Background: an optimization exercise with open tools, aiming at small area, a short achievable clock period and few clock cycles. Do not read the settings as production practice.
In this exercise RTL edits were held to simulation tests only and were not proved equivalent to the original.
No activity file was given, so power comes from the tool's default toggle rates.

--- flow/design.v ---
module dcache_controller #(
   parameter int NUM_LINES = 16,
   parameter int LINE_BITS = 256,
   parameter int ADDR_W    = 32
) (
   input  logic                 clk_i,
   input  logic                 rst_i,
   input  logic                 cpu_req_i,
   input  logic                 cpu_we_i,
   input  logic [ADDR_W-1:0]    cpu_addr_i,
   input  logic [31:0]          cpu_data_i,
   output logic [31:0]          cpu_data_o,
   output logic                 cpu_stall_o,
   output logic                 mem_req_o,
   output logic                 mem_we_o,
   output logic [ADDR_W-1:0]    mem_addr_o,
   output logic [LINE_BITS-1:0] mem_data_o,
   input  logic [LINE_BITS-1:0] mem_data_i,
   input  logic                 mem_ack_i
);
   localparam int OFF_W  = $clog2(LINE_BITS / 8);
   localparam int IDX_W  = $clog2(NUM_LINES);
   localparam int TAG_W  = ADDR_W - OFF_W - IDX_W;
   localparam int WORDS  = LINE_BITS / 32;
   localparam int WSEL_W = $clog2(WORDS);
   logic [NUM_LINES-1:0] valid_q;
   logic [NUM_LINES-1:0] dirty_q;
   logic [TAG_W-1:0]     tag_q  [NUM_LINES];
   logic [LINE_BITS-1:0] data_q [NUM_LINES];
   logic [TAG_W-1:0]     req_tag;
   logic [IDX_W-1:0]     req_idx;
   logic [WSEL_W-1:0]    req_wsel;
   logic [LINE_BITS-1:0] req_line;
   logic [LINE_BITS-1:0] wr_line;
   logic [31:0]          req_words [WORDS];
   logic [31:0]          mem_words [WORDS];
   logic [WORDS-1:0]     word_sel;
   logic                 hit;
   logic                 victim_dirty;
   logic                 refill_ack;
   logic                 wb_ack;
   logic                 store_hit;
   logic                 unused_bits;
   assign req_tag  = cpu_addr_i[ADDR_W-1 -: TAG_W];
   assign req_idx  = cpu_addr_i[OFF_W +: IDX_W];
   assign req_wsel = cpu_addr_i[2 +: WSEL_W];
   assign req_line = data_q[req_idx];
   assign hit          = cpu_req_i & valid_q[req_idx] & (tag_q[req_idx] == req_tag);
   assign victim_dirty = valid_q[req_idx] & dirty_q[req_idx];
   assign refill_ack   = cpu_req_i & mem_ack_i & ~victim_dirty;
   assign wb_ack       = cpu_req_i & mem_ack_i & victim_dirty;
   assign store_hit    = hit & cpu_we_i;
   for (genvar gi = 0; gi < WORDS; gi++) begin : g_words
      assign word_sel[gi]  = (req_wsel == WSEL_W'(gi));
      assign req_words[gi] = req_line[gi*32 +: 32];
      assign mem_words[gi] = mem_data_i[gi*32 +: 32];
      assign wr_line[gi*32 +: 32] = (cpu_we_i & word_sel[gi]) ? cpu_data_i : mem_words[gi];
   end
   assign cpu_stall_o = cpu_req_i & ~hit & ~refill_ack;
   assign cpu_data_o  = mem_ack_i ? mem_words[req_wsel] : req_words[req_wsel];
   assign mem_req_o   = cpu_req_i & ~hit;
   assign mem_we_o    = victim_dirty;
   assign mem_addr_o  = {(victim_dirty ? tag_q[req_idx] : req_tag), req_idx, {OFF_W{1'b0}}};
   assign mem_data_o  = req_line;
   assign unused_bits = ^cpu_addr_i[1:0];
   for (genvar li = 0; li < NUM_LINES; li++) begin : g_lines
      for (genvar wi = 0; wi < WORDS; wi++) begin : g_wr
         always_ff @(posedge clk_i) begin
            if (req_idx == IDX_W'(li) && (refill_ack || (store_hit && word_sel[wi])))
               data_q[li][wi*32 +: 32] <= wr_line[wi*32 +: 32];
         end
      end
      always_ff @(posedge clk_i) begin
         if (req_idx == IDX_W'(li) && refill_ack)
            tag_q[li] <= req_tag;
      end
   end
   always_ff @(posedge clk_i or posedge rst_i) begin
      if (rst_i) begin
         valid_q <= '0;
         dirty_q <= '0;
      end else begin
         if (refill_ack) begin
            valid_q[req_idx] <= 1'b1;
            dirty_q[req_idx] <= cpu_we_i;
         end else if (wb_ack) begin
            dirty_q[req_idx] <= 1'b0;
         end else if (store_hit) begin
            dirty_q[req_idx] <= 1'b1;
         end
      end
   end
endmodule
--- flow/config.mk ---
export PLATFORM = sky130hd
export DESIGN_NAME = dcache_controller
export DESIGN_NICKNAME = dcache_controller
export VERILOG_FILES = /design/flow/design.v
export SDC_FILE = /design/flow/constraint.sdc
export NUM_CORES = 4
export LEC_CHECK = 0
export CAP_MARGIN = 20
export CORE_MARGIN = 2
export CORE_UTILIZATION = 40
export PLACE_DENSITY = 0.75
export SETUP_SLACK_MARGIN = 3.5
export SLEW_MARGIN = 20
export SYNTH_MEMORY_MAX_BITS = 16384
--- flow/standard.sh ---
#!/bin/bash
# synth_recipe.tcl (not shown) runs the flow's synth.tcl, then flattens the netlist and writes it again
# the make line also repeats each setting of config.mk as NAME=value (left out here)
make -C /OpenROAD-flow-scripts/flow DESIGN_CONFIG=/design/flow/config.mk WORK_HOME=/design/flow/orfs CLKGATE_MAP_FILE= SYNTH_SCRIPT=/design/flow/synth_recipe.tcl "${@:-finish}"
--- flow/flow/run.sh ---
#!/bin/bash
# The standard layout (standard.sh, standard synthesis unchanged) with two changes:
#  - port buffers are plain buf_2 cells instead of the default delay buffers;
#  - CTS uses larger sink clusters and no dummy loads (clock tree cells only,
#    the same tree for every register).
set -euo pipefail
export BUFFER_PORTS_ARGS="-buffer_cell sky130_fd_sc_hd__buf_2"
export CTS_ARGS="-sink_clustering_enable -repair_clock_nets -dont_use_dummy_load -sink_clustering_size 25 -sink_clustering_max_diameter 60"
bash standard.sh > standard_make.log 2>&1
--- flow/constraint.sdc ---
create_clock -name core_clock -period 12.0 [get_ports {clk_i}]
set_input_delay 2.4000 -clock core_clock [delete_from_list [all_inputs] [get_ports {clk_i}]]
set_output_delay 2.4000 -clock core_clock [all_outputs]
set_load 0.01 [all_outputs]
==> summary.md, run 1 <==
| Metric | Value |
|---|---|
| Vias per inst | 7.16 |
| Area of the multi-input gates | 37,900 um2 |
| Vias post-DR | 121,000 |
| Drt first pass iters | 15 |
| Initial antenna violation count | 111 |
| Pleak | 61.2 nW |
| RSZ-0062 raised after global routing | true |
| Vias in the first global route | 106,000 |
| Final #Nets | 11,300 |
| Hpwl dp | 466,000 um |
| Number of synthesized register bits | 4,496 |
| Synth Instances | 10,200 |
| Sw Ratio | 25.3% |
| Post-DP Area | 186,000 um2 |
| Worst-Skew Late Latency | 1.03 ns |
| Rows | 241 |
| CP max-delay cell | a21oi_1 |
| Worst Setup End Kind | output pin |
| Die height | 661 um |
| Req. time, crit path | 9.60 ns |
| Post-synth top flop | edfxtp_1 |
| Die area | 437,000 um2 |
| Area grow syn2layout | 14.1% |
| # setup viols final | 0 |
| Worst Hold Path EP | valid_q[3] |
| CP Class | input port to output pin |
| Total GRT Usage | 33.1% |
| Final WL | 761,000 um |
| Initial cell density of the core | 40.1% |
| Sequential power share | 60.4% |
| Post-synth EDFFs | 4,464 |
| Netlist cell types | 76 |
| Hold path depth | 1 |
| Post-Syn Area | 173,000 um2 |
| Share of cells above drive strength 1 | 21.1% |
| Layout filler cell count | 35,400 |
| Comb pwr share | 11.7% |
| Cell-internal power | 0.0217 W |
| RR Endpoint | data_q[8][132] |
| Post-CTS Hold Fix Bufs | 0 |
| CTS Buffer Depth | 4 |
| F_max | 0.114 GHz |
| Period minus WS final | 8.79 ns |
| Final hold slack | 0.468 ns |
| Number of DRC markers in iteration 0 | 27,900 |
| Setup TNS | 0 ns |
| CTS sink cnt | 4,496 |
| First-pass GRT wire length | 973,000 um |
| Grt ovf | 0 |
| Critical-path maximum fanout | 16 |
| Ports | 648 |
| Die width | 661 um |
| Syn. warnings | 5 |
| Post-layout util | 45.7% |
| RD Place Congestion | 1.02 |
| Sequential cell area | 135,000 um2 |
| Worst clock skew | 0.146 ns |
| Post-route ant nets | 0 |
| Net Switching | 0.00736 W |
| H-Tree Depth | 4 |
| CTS buffer count | 230 |
| Worst-Margin Slew | 1.27 ns |
| Root Buffer | clkbuf_16 |
| Final-report hold violation count | 0 |
| Period utilization | 73.2% |
| Post-synth ARST share | 0.712% |
| Internal reg-to-reg setup slack | 5.83 ns |
| # DRC | 0 |
| Design Area, Final | 197,000 um2 |
| Outcome | finished clean |
| Min-Delay Startpoint | valid_q[3] |
| Overall power | 0.0291 W |
| PortBufs | 640 |
| Slowest stage delay, CP | 0.86 ns |
| Crit start category | input port |
| Yosys top cell area share | 77.7% |
| Seq/Total Area, Yosys | 78.1% |
| Reg2Reg Depth | 12 |
| Largest net degree at the start of global routing | 88 |
| Core ar. | 430,000 um2 |
| Clock Power Share | 27.9% |
| Top cell type by total area after synthesis | edfxtp_1 |
| Clock transition at path regs | 0.07 ns |
| CP cell instances | buf_16, clkinvlp_4, ha_4, buf_8, buf_4, buf_12, and3_2, a222oi_1, nand3_1, a221oi_1, a21oi_1, mux2i_1, o221ai_1, o2bb2ai_1, buf_2 |
| P per Cell Area | 148 nW/um2 |
| Final Max Slew Viols | 0 |
| Max Cap Viol | 0 |
| DR WL/cell | 45.1 um |
| Crit path DAT | 6.39 ns |
| Syn_area_per_cell | 16.9 um2 |
| Launch point of the worst reg-to-reg path | tag_q[14][3] |
| Synth area leaders | edfxtp_1 78%, a22oi_1 4.5%, mux2_2 1.8% |
| CTS tree | yes |
| Slew headroom | 15.0% |
| Min-Delay Path Class | register to register |
| VDD IR-drop max | 0.000149 V |
-- layout by cell type, fill, tap and decap left out, types with 26 or more instances in the layout --
master     netlist  final
a31oi_2          0     36
nor3_1          75     62
buf_6            0     42
o2bb2ai_1       36     35
a222oi_1       215    215
and3_1          79     75
dfrtp_1         32     32
nand2_1        420    411
clkbuf_16        0    245
edfxtp_1      4464   4464
diode_2          0    178
inv_1           48     41
nor2_1         429    375
a21oi_2          0     26
buf_2           99    633
o211ai_1        29     29
a221oi_1       302    293
a21oi_4          0    130
buf_12           0     84
a21oi_1        388    232
mux2_2         281    281
a31oi_1        112     63
a211oi_1        63     47
o22ai_1         84     77
nand4_1         78     78
a22oi_1       1036   1033
mux2i_1        135    132
a22o_1         267    267
buf_16           0     33
o22a_1          61     45
buf_4           13    452
mux4_2          43     43
nor2_2           0     38
nand3_1        209    202
o21ai_0        228    219
-- worst max-delay path, delay by kind of cell --
family | cells | cell delay, ns
simple gates | 2 | 0.84
buf+inv | 6 | 1.03
mux | 1 | 0.16
fa+ha+maj | 1 | 0.28
compound gates | 5 | 1.62
-- through the flow --
stage               worst slack [ns]  std cells
finish                          3.21      16900
global route                    3.37      16700
CTS                             3.40      16600
detailed placement              1.91      16200
global placement                1.97      16200
floorplan                       3.52      10200
-- sequential cells by signal (all words and copies together) (netlist names) --
| name | flops |
|---|---|
| data_q | 4096 |
| dirty_q | 16 |
| tag_q | 368 |
| valid_q | 16 |
-- routing by layer --
| metal | vias up | track usage (%) | share of wire [%] |
|---|---|---|---|
| li1 | 43700 | - | - |
| met1 | 58600 | 37.0 | 28 |
| met2 | 14600 | 46.8 | 41 |
| met3 | 3757 | 15.0 | 19 |
| met4 | 61 | 30.9 | 12 |
| met5 | - | 0.510 | 0.12 |
-- cells in the mapped netlist, types with 9 or more instances --
| library cell | number |
|---|---|
| mux4_2 | 43 |
| mux2i_1 | 135 |
| nand3b_1 | 12 |
| nand3_1 | 209 |
| a211oi_1 | 63 |
| nor2_1 | 429 |
| a221oi_1 | 302 |
| nand2_1 | 420 |
| o211ai_1 | 29 |
| clkbuf_1 | 437 |
| nand4_1 | 78 |
| inv_1 | 48 |
| o31a_1 | 12 |
| o2111ai_1 | 13 |
| a21boi_0 | 13 |
| nor2b_1 | 13 |
| and3_1 | 79 |
| o22a_1 | 61 |
| a31oi_1 | 112 |
| a2111oi_0 | 21 |
| o21ai_0 | 228 |
| a21oi_1 | 388 |
| o221ai_1 | 12 |
| and4_1 | 13 |
| buf_4 | 13 |
| nand2b_1 | 16 |
| a221o_1 | 13 |
| o2bb2ai_1 | 36 |
| buf_1 | 213 |
| edfxtp_1 | 4464 |
| nor3_1 | 75 |
| a31o_2 | 16 |
| o22ai_1 | 84 |
| o31ai_1 | 12 |
| a22o_1 | 267 |
| and2_1 | 17 |
| a22oi_1 | 1036 |
| a222oi_1 | 215 |
| a21o_1 | 9 |
| buf_2 | 99 |
| or3_1 | 13 |
| nor4_1 | 10 |
| mux2_2 | 281 |
| dfrtp_1 | 32 |
-- worst max path at each step --
| stage | from | to | slack (ns) | cells after the start |
|---|---|---|---|---|
| after floorplan | cpu_addr_i[5] | cpu_data_o[30] | 3.52 | 18 |
| after global placement | cpu_addr_i[5] | cpu_stall_o | 1.97 | 14 |
| after detailed placement | cpu_addr_i[5] | cpu_stall_o | 1.91 | 14 |
| after CTS | cpu_addr_i[6] | cpu_stall_o | 3.40 | 16 |
| after global routing | cpu_addr_i[5] | cpu_stall_o | 3.37 | 15 |
| final | cpu_addr_i[6] | cpu_data_o[12] | 3.21 | 15 |
-- power by group through the flow --
stage	combinational (W)	sequential [W]	clock (W)
final	0.00340	0.0176	0.00812
after CTS	0.00304	0.0176	0.00796
after detailed placement	0.00288	0.0179	0
after global placement	0.00285	0.0179	0
after floorplan	0.00117	0.0179	0
after global routing	0.00330	0.0176	0.00844
-- kinds of logic after synthesis --
kind of cell / count (synthesis) / synth area share, %
AOI/OAI and AO/OA: 3008 / 13.0
xor gates and xnor gates: 5 / 0.0254
adders and majority gates: 5 / 0.0362
buffers and inverters: 812 / 1.87
DFF: 4496 / 78.1
muxes: 459 / 3.18
other: 1 / 0.00217
and+or+nand+nor: 1416 / 3.77
-- area by class of cell --
class / count / share of cell area (%)
Antenna cell: 178 / 0.226
Clock buffer: 230 / 2.92
Inverter: 50 / 0.112
Multi-Input combinational cell: 4909 / 19.2
Sequential cell: 4496 / 68.5
Tap cell: 5710 / 3.63
Timing Repair Buffer: 1284 / 5.36
-- what timing repair did --
action                                  4_1_cts  5_1_grt
gates cloned                                 21       17
endpoints found under the setup margin     1770       34
resized for setup                           283      168
setup buffers                               125       63
pin swaps                                    33       32
Testbench counts, summed over its fixed seeds: cycles 53,109.
==> inputs of run 2 (changes only) <==
--- a/flow/config.mk
+++ b/flow/config.mk
@@ -8,7 +8,7 @@
 export CAP_MARGIN = 20
 export CORE_MARGIN = 2
-export CORE_UTILIZATION = 40
+export CORE_UTILIZATION = 45
 export PLACE_DENSITY = 0.75
-export SETUP_SLACK_MARGIN = 3.5
+export SETUP_SLACK_MARGIN = 3.6
 export SLEW_MARGIN = 20
 export SYNTH_MEMORY_MAX_BITS = 16384
==> run 2 against run 1 <==
  * Still clean
  * Via count up 2.3%
  * Synthesized area unchanged
  * Maximum frequency shrank 1.0%
  * Clock skew up 0.034 ns
  * First-iteration DRC count grew 9.0%
  * Non-clock buffer count increased by 87
  * Die area down 11%
  * Utilization is 6.0 points higher
  * Final cell count decreased by 3.7%
  * Sequential power barely moved
  * Critical path type unchanged
  * Critical endpoint is now cpu_data_o[2]
==> summary.md, run 2 <==
| Metric | Value |
|---|---|
| Top-count cell post-synth | edfxtp_1 |
| Root Buffer | clkbuf_16 |
| Post-route ant nets | 0 (unchanged) |
| RSZ-0062 raised after global routing | true |
| Synth Instances | 10,200 (unchanged) |
| First-pass GRT wire length | 984,000 um (+1.2%) |
| Netlist cell types | 76 (unchanged) |
| Post-synth ARST share | 0.712% (unchanged) |
| Post-layout util | 51.7% (+6.0 points) |
| Pleak | 61.9 nW (+1.1%) |
| Largest net degree at the start of global routing | 87 (-1.1%) |
| Post-synth EDFFs | 4,464 (unchanged) |
| Worst Setup End Kind | output pin |
| Number of DRC markers in iteration 0 | 30,500 (+9.0%) |
| Die width | 623 um (-5.7%) |
| Share of cells above drive strength 1 | 22.3% (+1.3 points) |
| CP top delay family | compound AO/OA/AOI/OAI gates |
| PortBufs | 640 (unchanged) |
| Slowest stage delay, CP | 0.61 ns (-0.25 ns) |
| Post-CTS Hold Fix Bufs | 0 (unchanged) |
| F_max | 0.113 GHz (-1.0%) |
| Seq/Total Area, Yosys | 78.1% (unchanged) |
| Post-synth top flop | edfxtp_1 |
| Ports | 648 (unchanged) |
| Syn_area_per_cell | 16.9 um2 (unchanged) |
| Vias per inst | 7.60 (+6.2%) |
| Clock transition at path regs | 0.09 ns (+0.02 ns) |
| Final WL | 772,000 um (+1.4%) |
| Final #Nets | 11,400 (+0.81%) |
| Core ar. | 382,000 um2 (-11%) |
| Die area | 388,000 um2 (-11%) |
| VDD IR-drop max | 0.000146 V (-1.6%) |
| Worst path bufs/invs | 7 (+1) |
| Total GRT Usage | 37.8% (+4.7 points) |
| Post-Syn Area | 173,000 um2 (unchanged) |
| Max Cap Viol | 0 (unchanged) |
| Rows | 227 (-5.8%) |
| Period utilization | 74.0% (+0.77 points) |
| Vias in the first global route | 108,000 (+1.8%) |
| Hpwl dp | 468,000 um (+0.39%) |
| H-Tree Depth | 4 (unchanged) |
| Period minus WS final | 8.88 ns (+0.0925 ns) |
| Number of synthesized register bits | 4,496 (unchanged) |
| Yosys top cell area share | 77.7% (unchanged) |
| CP cell instances | buf_16, clkinvlp_4, buf_6, ha_4, buf_6, or3_2, nor2_4, buf_12, buf_4, a2111oi_1, a21oi_2, nor2_1, a21oi_4, nor2_1, o32ai_2, buf_2 |
| Initial cell density of the core | 45.2% (+5.1 points) |
| CTS tree | yes |
| Worst clock skew | 0.180 ns (+0.0336 ns) |
| Drt first pass iters | 16 (+1) |
| Layout filler cell count | 29,300 (-17%) |
| Critical-path maximum fanout | 8 (-8) |
| Slew headroom | 13.7% (-1.3 points) |
| Synth area leaders | edfxtp_1 78%, a22oi_1 4.5%, mux2_2 1.8% |
| Crit start category | input port |
| CP max-delay cell | a21oi_2 |
| Most frequent cells in the layout | 4,464 x edfxtp_1, 1,026 x a22oi_1, 631 x buf_2 |
| Max reg flops | 4,096 (unchanged) |
| # setup viols final | 0 (unchanged) |
| Min-Delay Path Class | register to register |
| Final-report hold violation count | 0 (unchanged) |
| Post-synth top cells | 4,464 x edfxtp_1, 1,036 x a22oi_1, 437 x clkbuf_1 |
| Setup TNS | 0 ns (unchanged) |
| CTS sink cnt | 4,496 (unchanged) |
| Final Max Slew Viols | 0 (unchanged) |
| CTS Buffer Depth | 4 (unchanged) |
| # DRC | 0 (unchanged) |
| Outcome | finished clean |
| P per Cell Area | 148 nW/um2 (+0.18%) |
| Final hold slack | 0.465 ns (-0.00255 ns) |
| Worst-Skew Late Latency | 1.04 ns (about the same) |
| Commonest non-fill, non-tap cell in the layout | edfxtp_1 |
| Initial antenna violation count | 110 (-0.90%) |
| Largest regs | data_q (4096), tag_q (368) |
| RD Place Congestion | 1.04 (+2.8%) |
| Grt ovf | 0 (unchanged) |
| Crit path DAT | 6.48 ns (+0.09 ns) |
| Top cell type by total area after synthesis | edfxtp_1 |
| Die height | 623 um (-5.7%) |
| Req. time, crit path | 9.60 ns (about the same) |
| DR WL/cell | 47.5 um (+5.3%) |
| Area grow syn2layout | 14.4% |
| Worst-Margin Slew | 1.29 ns (+0.0193 ns) |
| CTS buffer count | 231 (+0.43%) |
| CP Class | input port to output pin |
| Reg with most FFs | data_q |
| Vias post-DR | 123,000 (+2.3%) |
| Syn. warnings | 5 (unchanged) |
-- run 2: final timing paths --
check	from	to	slack [ns]	cells after the start
setup / recovery	cpu_addr_i[6]	cpu_data_o[2]	3.12	16
hold / removal	valid_q[4]	valid_q[4]	0.47	1
setup reg to reg	tag_q[10][20]	data_q[15][132]	5.87	11
hold reg to reg	valid_q[4]	valid_q[4]	0.47	1
max in group asynchronous	rst_i	valid_q[7]	10.13	3
min in group asynchronous	rst_i	dirty_q[9]	1.51	3
-- run 2: logic make-up (layout without fill, tap and decap cells) --
kind of cell / after synthesis / after routing / share of synthesized area [%]
other cells: 1 / 143 / 0.00217
compound gates: 3008 / 3008 / 13.0
flops: 4496 / 4496 / 78.1
xor+xnor: 5 / 5 / 0.0254
fa+ha+maj: 5 / 5 / 0.0362
buf+inv: 812 / 1652 / 1.87
simple gates: 1416 / 1430 / 3.77
mux: 459 / 459 / 3.18
-- run 2: final cells by class --
class | instances | area [um2] | area share, %
multi-input cells | 4912 | 38400 | 19.4
flip-flops and latches | 4496 | 135000 | 68.3
well taps | 5038 | 6300 | 3.19
diodes | 138 | 345 | 0.175
repair buffers | 1371 | 11600 | 5.87
inverters | 50 | 220 | 0.111
clock buffers | 231 | 5780 | 2.93
-- run 2: repair_timing --
item                                    in CTS  in global routing
resized for setup                          306                281
endpoints found under the setup margin    3293                 34
cloned                                      26                 17
buffers inserted                           144                 82
pin swaps                                   40                 90
-- run 2: power by group --
group          switching [W]  leakage, nW  total, W  internal (W)
Clock                0.00475         2.85   0.00816       0.00341
Sequential         0.0000601         40.6    0.0176        0.0175
Combinational        0.00264         18.5   0.00351      0.000868
Total                0.00745         61.9    0.0292        0.0218
-- run 2: layer usage --
| metal | GRT usage, % | vias to the layer above | wire length [um] |
|---|---|---|---|
| met1 | 42.1 | 59500 | 214000 |
| met3 | 20.7 | 4231 | 158000 |
| met2 | 51.1 | 15800 | 305000 |
| li1 | - | 43800 | - |
| met5 | 1.80 | - | 1870 |
| met4 | 34.4 | 66 | 92500 |
-- run 2: stage by stage --
stage / worst slack (ns) / std cells / total power [W] / instance area (um2)
3_3_place_gp: 1.84 / 15600 / 0.0207 / 185000
5_1_grt: 3.34 / 16100 / 0.0295 / 197000
3_5_place_dp: 1.90 / 15600 / 0.0208 / 185000
2_1_floorplan: 3.61 / 10200 / 0.0191 / 173000
6_report: 3.12 / 16200 / 0.0292 / 198000
4_1_cts: 3.50 / 16000 / 0.0286 / 194000

## port drivers added, routing unchanged
Ports are ideal in the flow. The routed layouts listed here were re-timed in OpenROAD. Step 1 (the two cells are an assumption about what drives the block):
set clk [get_ports {clk_i}]
set_driving_cell -lib_cell sky130_fd_sc_hd__clkbuf_16 $clk
set_driving_cell -lib_cell sky130_fd_sc_hd__buf_2 [delete_from_list [all_inputs] $clk]
Step 2 adds t to the input delays and takes it off the output delays; t is the mean of the earliest and latest rising clock arrival at the registers after step 1. Input paths then give back, and output paths get back, about the clock's delay inside the block. Slacks: ideal ports / drivers / drivers and shift; pairs: ideal ports / drivers.
| run | t, ns | setup WS [ns] | hold WS [ns] | worst register clock-pin slew, ns |
|---|---|---|---|---|
| run 1 | 1.067 | 3.211 / 3.044 / 2.666 | 0.468 / 0.468 / 0.468 | 0.11 / 0.11 |
| run 2 | 1.067 | 3.118 / 3.029 / 2.610 | 0.465 / 0.465 / 0.465 | 0.11 / 0.11 |
After both steps every run listed still meets setup and hold. The setup slack of run 1, which loses most, moves by -0.167 ns with the drivers and by -0.545 ns with both steps.
